What follows belongs to an exercise in optimizing a design on an open flow for small area, a short achievable clock period and few clock cycles per item; a production flow would make more cautious choices. No functional check of the RTL was part of this run.

==> design/flow/design.v <==
package rsa_pkg;
  localparam int PW_DEF  = 16;
  localparam int NW_DEF  = 2 * PW_DEF;
  localparam int DIV_LAT = NW_DEF;
endpackage
import rsa_pkg::*;
module rsa_seq_div
#(
  parameter int W = rsa_pkg::DIV_LAT
) (
  input  logic         clk,
  input  logic         rst,
  input  logic         start,
  input  logic [W-1:0] dividend,
  input  logic [W-1:0] divisor,
  output logic [W-1:0] quot,
  output logic [W-1:0] rem,
  output logic         done
);
  localparam int CW = $clog2(W + 1);
  logic [W-1:0]  rem_q, quo_q, dsr_q;
  logic [CW-1:0] cnt;
  logic          active;
  logic [W-1:0]  src_rem, src_quo, src_dsr, nxt_rem, nxt_quo;
  logic [W:0]    trial;
  logic          qbit;
  always_comb begin
    src_rem = start ? '0       : rem_q;
    src_quo = start ? dividend : quo_q;
    src_dsr = start ? divisor  : dsr_q;
    trial   = {src_rem, src_quo[W-1]};
    if (trial >= {1'b0, src_dsr}) begin
      nxt_rem = W'(trial - {1'b0, src_dsr});
      qbit    = 1'b1;
    end else begin
      nxt_rem = trial[W-1:0];
      qbit    = 1'b0;
    end
    nxt_quo = {src_quo[W-2:0], qbit};
  end
  always_ff @(posedge clk) begin
    if (rst) begin
      active <= 1'b0;
      done   <= 1'b0;
      cnt    <= '0;
    end else begin
      done <= 1'b0;
      if (start) begin
        active <= 1'b1;
        cnt    <= CW'(1);
      end else if (active) begin
        cnt <= cnt + CW'(1);
        if (cnt == CW'(W - 1)) begin
          active <= 1'b0;
          done   <= 1'b1;
        end
      end
    end
  end
  always_ff @(posedge clk) begin
    if (start || active) begin
      rem_q <= nxt_rem;
      quo_q <= nxt_quo;
    end
    if (start) dsr_q <= divisor;
  end
  assign quot = quo_q;
  assign rem  = rem_q;
endmodule
module rsa_key_setup
#(
  parameter int PW = rsa_pkg::PW_DEF
) (
  input  logic            clk,
  input  logic            rst,
  input  logic            start,
  input  logic [PW-1:0]   p,
  input  logic [PW-1:0]   q,
  input  logic [2*PW-1:0] ext_e,
  output logic            busy,
  output logic            done,
  output logic [2*PW-1:0] n,
  output logic [2*PW-1:0] e_o,
  output logic [2*PW-1:0] d,
  output logic            invalid
);
  logic        in_idle, in_mul, in_swp, in_gcd;
  logic [2:0]  cnt;
  logic        ex, phx, case2, pqbad, phiodd, first, ltf;
  logic [31:0] phr;           
  logic [32:0] a, t;
  logic [32:0] ca1, ct1, ct2;
  logic        ca2s;          
  logic [32:0] ca2;
  assign ca2 = {ca2s, d};
  logic        tz;            
  logic [1:0]  dct, dca;      
  logic        dmx;           
  logic        h2r;           
  function automatic logic [35:0] ks36(input logic [35:0] x, input logic [35:0] y);
    logic [35:0] g, p, gg, pp, g2, p2;
    g = x & y;
    p = x ^ y;
    gg = g;
    pp = p;
    for (int k = 1; k < 36; k = k * 2) begin
      g2 = gg;
      p2 = pp;
      for (int i = k; i < 36; i++) begin
        g2[i] = gg[i] | (pp[i] & gg[i-k]);
        p2[i] = pp[i] & pp[i-k];
      end
      gg = g2;
      pp = p2;
    end
    ks36 = p ^ {gg[34:0], 1'b0};
  endfunction
  function automatic logic [36:0] ks37(input logic [36:0] x, input logic [36:0] y);
    logic [36:0] g, p, gg, pp, g2, p2;
    g = x & y;
    p = x ^ y;
    gg = g;
    pp = p;
    for (int k = 1; k < 37; k = k * 2) begin
      g2 = gg;
      p2 = pp;
      for (int i = k; i < 37; i++) begin
        g2[i] = gg[i] | (pp[i] & gg[i-k]);
        p2[i] = pp[i] & pp[i-k];
      end
      gg = g2;
      pp = p2;
    end
    ks37 = p ^ {gg[35:0], 1'b0};
  endfunction
  logic        swap, h2;
  logic [33:0] va_x, va_y, va_sum;
  logic [35:0] va_ks;
  logic        va_zero;
  logic [32:0] t_next;
  always_comb begin
    va_x   = {t[32], t};
    va_y   = {a[32], a};
    va_ks  = ks36({{2{va_x[33]}}, va_x}, {{2{va_y[33]}}, va_y});
    va_sum = va_ks[33:0];
    va_zero = ((va_x ^ va_y) == {(va_x[32:0] | va_y[32:0]), 1'b0});
    h2     = h2r;
    if (t[0]) t_next = h2 ? {va_sum[33], va_sum[33:2]} : va_sum[33:1];
    else      t_next = h2 ? {{2{t[32]}}, t[32:2]} : {t[32], t[32:1]};
    swap   = t[0] & (va_sum[33] != t[32]);
  end
  function automatic logic [35:0] add4(input logic [35:0] x,
                                       input logic [35:0] y, input logic en_y,
                                       input logic [35:0] z, input logic en_z, input logic en_w,
                                       input logic neg_z);
    logic [35:0] yy, zx, zz, ww, s1v, c1v, s2v, c2v;
    logic [36:0] r;
    yy  = en_y ? y : 36'd0;
    zx  = neg_z ? ~z : z;
    zz  = en_z ? zx : 36'd0;
    ww  = en_w ? {zx[34:0], neg_z} : 36'd0;
    s1v = x ^ yy ^ zz;
    c1v = {(x[34:0] & yy[34:0]) | (x[34:0] & zz[34:0]) | (yy[34:0] & zz[34:0]), 1'b0};
    s2v = s1v ^ c1v ^ ww;
    c2v = {(s1v[34:0] & c1v[34:0]) | (s1v[34:0] & ww[34:0]) | (c1v[34:0] & ww[34:0]), en_z & neg_z};
    r   = ks37({s2v, 1'b1}, {c2v, en_w & neg_z});
    add4 = r[36:1];
  endfunction
  logic        yen1, zen1, zng1, wa1, yen2, zen2, zng2, wa2, wb;
  logic        sh2;
  logic [35:0] m1, m2, s1, s2;
  logic [1:0]  dct_n, dca_n;
  logic        par_n, sig_n, h2_n, p2q_n, odd_i, h2_i;
  logic [15:0] pm2;
  always_comb begin
    pm2 = ~(p - 16'd2);
    m1  = {3'b000, ex, e_o};
    m2  = {3'b111, phx, phr};
    sh2 = in_gcd & h2r;
    s1 = add4({{3{ct1[32]}}, ct1}, {{3{ca1[32]}}, ca1}, yen1, m1, zen1, wa1 ^ (wb & zng1), zng1);
    s2 = add4({{3{ct2[32]}}, ct2}, {{3{ca2[32]}}, ca2}, yen2, m2, zen2, wa2 ^ (wb & zng1), zng2);
    dct_n = case2 ? (sh2 ? s2[3:2] : s2[2:1]) : (sh2 ? s1[3:2] : s1[2:1]);
    dca_n = swap ? dct : dca;
    par_n = dct_n[0] ^ (t_next[0] & dca_n[0]);
    sig_n = ~(case2 ? s2[35] : s1[35]);
    h2_n  = t_next[0] ? (t_next[1] ^ (swap ? t[1] : a[1])) : ~t_next[1];
    p2q_n = dct_n[1] ^ (t_next[0] & dca_n[1]) ^ (par_n & dmx)
          ^ (dct_n[0] | (t_next[0] & dca_n[0]));
    odd_i = s2[3];
    h2_i  = s2[3] ? (s2[4] ^ a[1]) : ~s2[4];
  end
  always_ff @(posedge clk) begin
    t    <= t_next;
    tz   <= t[0] & va_zero;
    ct1  <= {s1[35], in_mul ? s1[34:3] : sh2 ? s1[33:2] : s1[32:1]};
    ct2  <= {s2[35], in_mul ? s2[34:3] : sh2 ? s2[33:2] : s2[32:1]};
    dct  <= dct_n;
    h2r  <= h2_n;
    yen1 <= t_next[0];  zen1 <= par_n;  zng1 <= sig_n;   wa1 <= h2_n & p2q_n;
    yen2 <= t_next[0];  zen2 <= par_n;  zng2 <= ~sig_n;  wa2 <= h2_n & p2q_n;
    wb   <= h2_n & par_n;
    if (rst) begin
      in_idle <= 1'b1;
      in_mul  <= 1'b0;
      in_swp  <= 1'b0;
      in_gcd  <= 1'b0;
      busy    <= 1'b0;
      done    <= 1'b0;
      invalid <= 1'b0;
      n       <= '0;
      e_o     <= '0;
      d       <= '0;
    end else begin
      done <= 1'b0;
      if (in_idle) begin
        busy <= 1'b0;
        if (start && !busy) begin
          busy    <= 1'b1;
          a       <= {1'b0, ext_e};
          e_o     <= {p[14:0], 17'd0};
          ex      <= p[15];
          ca1     <= {1'b0, p, 16'd0};
          phr     <= {pm2[14:0], 17'd0};
          phx     <= pm2[15];
          ca2s    <= 1'b1;
          d       <= {pm2, 16'd0};
          ct1     <= {15'd0, q, 2'd0};
          ct2     <= {15'd0, q - 16'd1, 2'd0};
          pqbad   <= (p < 16'd2) || (q < 16'd2) || (p == q);
          phiodd  <= ~p[0] & ~q[0];
          yen1    <= 1'b0;  zen1 <= 1'b0;  wa1 <= q[0];   zng1 <= 1'b0;
          yen2    <= 1'b0;  zen2 <= 1'b0;  wa2 <= ~q[0];  zng2 <= 1'b0;
          wb      <= 1'b0;
          cnt     <= '0;
          in_idle <= 1'b0;
          in_mul  <= 1'b1;
        end
      end
      else if (in_mul) begin
        cnt    <= cnt + 3'd1;
        yen1   <= s1[3];  zen1 <= s1[4];  wa1 <= s1[5];  zng1 <= 1'b0;
        yen2   <= s2[3];  zen2 <= s2[4];  wa2 <= s2[5];  zng2 <= 1'b0;
        wb     <= 1'b0;
        if (cnt == 3'd5) begin
          in_mul <= 1'b0;
          n      <= s1[34:3];
          phr    <= s2[34:3];
          phx    <= 1'b1;
          ex     <= 1'b0;
          e_o    <= a[31:0];
          if (pqbad || (a[31:1] == 31'd0) || (!a[0] && !phiodd)) begin
            done    <= 1'b1;
            invalid <= 1'b1;
            d       <= '0;
            in_idle <= 1'b1;
          end else begin
            case2 <= ~a[0];
            tz    <= 1'b0;
            t     <= s2[35:3];
            dca   <= 2'b00;
            dct   <= 2'b11;
            if (a[0]) begin
              first <= 1'b1;
              dmx   <= a[1];
              h2r   <= h2_i;
              yen1  <= odd_i;  zen1 <= 1'b1;  zng1 <= 1'b0;
              yen2  <= odd_i;  zen2 <= 1'b1;  zng2 <= 1'b1;
              wa1   <= h2_i & a[1];
              wa2   <= h2_i & a[1];
              wb    <= h2_i;
              ca1   <= '0;
              ct1   <= {33{1'b1}};
              ca2s  <= 1'b1;
              d     <= {32{1'b1}};
              ct2   <= '0;
              in_gcd <= 1'b1;
            end else begin
              in_swp <= 1'b1;
            end
          end
        end
      end
      else if (in_swp) begin
        in_swp <= 1'b0;
        in_gcd <= 1'b1;
        first  <= 1'b1;
        a      <= t;
        t      <= a;
        dmx    <= ~t[1];
        h2r    <= ~a[1];
        yen1   <= 1'b0;  zen1 <= 1'b1;  zng1 <= 1'b0;
        yen2   <= 1'b0;  zen2 <= 1'b1;  zng2 <= 1'b1;
        wa1    <= ~a[1] & ~t[1];
        wa2    <= ~a[1] & ~t[1];
        wb     <= ~a[1];
        ca1    <= {33{1'b1}};
        ct1    <= '0;
        ca2s   <= 1'b0;
        d      <= 32'd0;
        ct2    <= {33{1'b1}};
        dca    <= 2'b00;
        dct    <= 2'b11;
        tz     <= 1'b0;
      end
      else if (in_gcd) begin
        first <= 1'b0;
        if (first) ltf <= va_sum[33];
        if (tz) begin
          done    <= 1'b1;
          in_gcd  <= 1'b0;
          in_idle <= 1'b1;
          if (ltf && (a == {33{1'b1}})) begin
            invalid <= 1'b0;
            d       <= s2[31:0];
          end else begin
            invalid <= 1'b1;
            d       <= '0;
          end
        end else begin
          if (t[0] & va_zero) begin
            yen1 <= 1'b0;  zen1 <= 1'b0;  zng1 <= 1'b0;  wa1 <= 1'b0;
            yen2 <= 1'b1;  zen2 <= swap ? ct2[32] : ca2s;  zng2 <= 1'b1;  wa2 <= 1'b0;
            wb   <= 1'b0;
          end
          if (swap) begin
            a    <= t;
            ca1  <= ct1;
            ca2s <= ct2[32];
            d    <= ct2[31:0];
            dca  <= dct;
          end
        end
      end
    end
  end
endmodule
==> design/flow/run.sh <==
#!/bin/bash
# synth_recipe.tcl (not shown) runs the flow's synth.tcl, then flattens the netlist and writes it again
# the make line also repeats each setting of config.mk as NAME=value (left out here)
make -C /OpenROAD-flow-scripts/flow DESIGN_CONFIG=/design/flow/config.mk WORK_HOME=/design/flow/orfs CLKGATE_MAP_FILE= SYNTH_SCRIPT=/design/flow/synth_recipe.tcl finish
==> design/flow/config.mk <==
export PLATFORM = sky130hd
export DESIGN_NAME = rsa_key_setup
export DESIGN_NICKNAME = rsa_key_setup
export VERILOG_FILES = /design/flow/design.v
export SDC_FILE = /design/flow/constraint.sdc
export NUM_CORES = 4
export LEC_CHECK = 0
export ABC_AREA = 1
export CAP_MARGIN = 20
export CORE_MARGIN = 2
export CORE_UTILIZATION = 40
export SETUP_SLACK_MARGIN = 5
export SLEW_MARGIN = 20
==> design/flow/constraint.sdc <==
create_clock -name core_clock -period 10.0 [get_ports {clk}]
set_input_delay 2.0000 -clock core_clock [delete_from_list [all_inputs] [get_ports {clk}]]
set_output_delay 2.0000 -clock core_clock [all_outputs]
set_load 0.01 [all_outputs]
==> run notes <==
-- per-layer routing --
layer / up-vias / wire, µm / part of all wire, %
li1: 13800 / - / -
met1: 13900 / 47500 / 40
met2: 1312 / 54500 / 46
met3: 301 / 8680 / 7.4
met4: 4 / 6790 / 5.8
met5: - / 29 / 0.025
-- area by class of cell --
| class | count | area (µm²) | share of cell area, % |
|---|---|---|---|
| multi-input cells | 3064 | 18600 | 55.9 |
| flip-flops and latches | 327 | 7680 | 23.1 |
| inverters | 591 | 2230 | 6.70 |
| repair buffers | 217 | 2120 | 6.37 |
| well taps | 950 | 1190 | 3.58 |
| clock buffers | 49 | 1090 | 3.27 |
| clock inverters | 27 | 337 | 1.01 |
-- worst max-delay path: cells and delay by family (launching register included) --
| family | cells | cell delay, ps |
|---|---|---|
| xor+xnor | 2 | 300 |
| buf+inv | 4 | 660 |
| fa+ha+maj | 3 | 890 |
| flops | 1 | 350 |
| compound gates | 4 | 670 |
| simple gates | 14 | 1850 |
-- synthesized netlist by cell type (all sizes together) (3+ instances only) --
library cell and instances:
nand2 1083, inv 585, nor2 325, o21ai 308
a21oi 278, dfxtp 215, nand3 207, ha 145
fa 137, clkbuf 135, edfxtp 112, xor2 98
o211ai 91, xnor2 57, buf 50, nor3 43
nand4 42, a31oi 39, o221ai 36, or2 33
nand3b 21, o21a 18, nor4 15, a21o 13
o21bai 11, o22ai 11, a211oi 8, a21boi 7
clkinv 6, o2111ai 6, o31ai 6, a221oi 5
a22oi 5, and2 3
-- state kept, by name (all words and copies together), names as in the netlist, 2 cells and up --
signal,flops
ca1,33
n,32
d,32
ct1,33
t,33
dct,2
dca,2
phr,32
a,33
cnt,3
ct2,33
e_o,32
-- cells by family (layout without fill, tap and decap cells) --
| family | Yosys count | count (layout) | share of synthesized area, % |
|---|---|---|---|
| fa+ha+maj | 282 | 282 | 15.7 |
| simple gates | 1776 | 1776 | 25.6 |
| flops | 327 | 327 | 26.3 |
| compound gates | 850 | 850 | 17.3 |
| buf+inv | 776 | 884 | 10.3 |
| xor+xnor | 155 | 155 | 4.78 |
| mux | 1 | 1 | 0.0344 |
-- worst paths after layout --
| path | start | endpoint | slack [ps] | cells past startpoint |
|---|---|---|---|---|
| worst min-delay path | e_o[8] | e_o[8] | 500 | 2 |
| worst max register to register | zng1 | wa2 | 5180 | 27 |
| worst min register to register | e_o[8] | e_o[8] | 500 | 2 |
| worst max-delay path | zng1 | wa2 | 5180 | 27 |
-- through the flow --
step	setup slack, ps	cells	util, %	area, µm²
floorplan	5230	4167	-	29100
global placement	4580	5138	43.9	31500
detailed placement	4660	5138	43.9	31500
CTS	5000	5216	46.0	33000
global route	4860	5225	46.3	33200
finish	5180	5225	46.3	33200
-- layout by cell type, fill, tap and decap left out, types with 45 or more instances in the layout --
cell | synthesis | final
clkdlybuf4s50_1 | 0 | 164
inv_1 | 575 | 571
o211ai_1 | 91 | 91
edfxtp_1 | 112 | 112
o21ai_0 | 282 | 279
dfxtp_1 | 215 | 209
nor2_1 | 321 | 319
nand2_1 | 1057 | 1053
nand3_1 | 203 | 202
a21oi_1 | 266 | 264
fa_1 | 137 | 137
ha_1 | 145 | 144
xnor2_1 | 57 | 53
xor2_1 | 95 | 90
buf_4 | 1 | 45
-- what timing repair did --
action | CTS | global route
pin swaps | 0 | 3
buffers inserted | 2 | 8
gates cloned | 0 | 1
resized for setup | 9 | 28
setup endpoints to repair | 13 | 44
==> flow_metrics.env <==
export IMPL_gp_congestion=1.01
export IMPL_avgSynthCellArea_um2=6.99
export IMPL_drtAntennaViolNets=0
export IMPL_slew_viol_final=0
export IMPL_h_tree_depth=2
export IMPL_syn_inst=4167
export IMPL_num_vias=29300
export IMPL_viasPerCell=5.61
export IMPL_grt_met1_usage_pct=38.8
export IMPL_area_growth_pct=14.1
export IMPL_grtUsageMet2_pct=51.4
export IMPL_synthDistinctLibCells=71
export IMPL_synthesis_nets=4516
export IMPL_worst_pin_slew_ps=1100
export IMPL_track_usage_pct=30.8
export IMPL_grt_max_degree=84
export IMPL_synth_top_area_cell="dfxtp_1"
export IMPL_overflow=0
export IMPL_setup_tns_final_ps=0
export IMPL_slowest_stage="clkinv_2"
export IMPL_grt_use_met3_pct=4.32
export IMPL_layout_nets=4591
export IMPL_yosysTopAreaCellShare_pct=14.8
export IMPL_row_count=98
export IMPL_synth_edf_count=112
export IMPL_routedWlPerCell_um=22.5
export IMPL_crit_arrival_ps=5340
export IMPL_critPathCaptureType="register"
export IMPL_rsz0062_at_grt="yes"
export IMPL_synth_seq_cells=327
export IMPL_fin_hold_ws_ps=496
export IMPL_fp_dieArea_um2=74900
export IMPL_first_global_vias=28300
export IMPL_wirelength_mm=118
export IMPL_hold_buffers=0
export IMPL_drc=0
export IMPL_die_width_um=274
export IMPL_nFillCells=7465
export IMPL_ys_async_sr_fraction_pct=0
export IMPL_clock_path_buffers=3
export IMPL_core_area_um2=71700
export IMPL_yosysWarnings=1
export IMPL_criticalPathCategory="register to register"
export IMPL_drive_above_1_share_pct=6.15
export IMPL_cts_tree="done"
export IMPL_clk_latency_ps=590
export IMPL_outcome="finished clean"
export IMPL_fin_crit_sh_pct=48.2
export IMPL_layout_min_cycle_time_ps=4820
export IMPL_dr_pass1_iters=6
export IMPL_drtIter0Drc=3321
export IMPL_crit_path_max_fanout=23
export IMPL_start_kind="register"
export IMPL_grt_pass1_wl_mm=174
export IMPL_cpMostUsedCell="nand2_1"
export IMPL_synth_ff_type="dfxtp_1"
export IMPL_max_freq_ghz=0.207
export IMPL_crit_required_ps=10520
export IMPL_boundaryPins=166
export IMPL_clockRootBuffer="clkbuf_16"
export IMPL_synth_area_top_cells="dfxtp_1 (15%), nand2_1 (14%), edfxtp_1 (12%)"
export IMPL_dieHeight_um=274
export IMPL_top_usage_layer="met2"
export IMPL_min_path_type="register to register"
export IMPL_syn_area_um2=29100
export IMPL_final_hold_violation_count=0
export IMPL_port_buffers=165
export IMPL_antenna_found_initial=3
export IMPL_cts_buffers_inserted=41
export IMPL_detailedPlacementHpwl_mm=90.9
export IMPL_worst_clock_skew_ps=23.9
export IMPL_floorplan_initialDensity_pct=40.6
export IMPL_slowest_delay_ps=500
export IMPL_cts_sinks=327
export IMPL_path_clk_slew_ps=60
export IMPL_cap_violations=0
export IMPL_diodes=0
export IMPL_yosysSeqAreaShare_pct=26.3
export IMPL_finalSetupViolCount=0
export IMPL_slew_headroom_pct=25.6

[afterwards: timing with drivers on the ports]
The results above use ideal ports. As a check the final layout listed here was re-extracted and re-timed, cells and wires unchanged.
Step 1, drivers: a clkbuf_16 drives clk and a buf_2 each remaining input, both assumed.
Step 2, shift: input delay + t, output delay - t, t = (earliest + latest rising clock arrival at the registers) / 2. This alone moves slack from input paths to output paths.
a / b / c = ideal / step 1 / step 2; a / b = the first two.
t (ns): 0.648
slack for setup (ns): 5.180 / 5.180 / 4.693
worst setup path after step 2: input to register
worst data-port slew with drivers (ns): 0.05
pins driven straight from the clock port: 1
After both steps setup and hold are still met in this run. For this run, drivers alone change the setup slack by 0.000 ns; drivers and shift together by -0.487 ns.
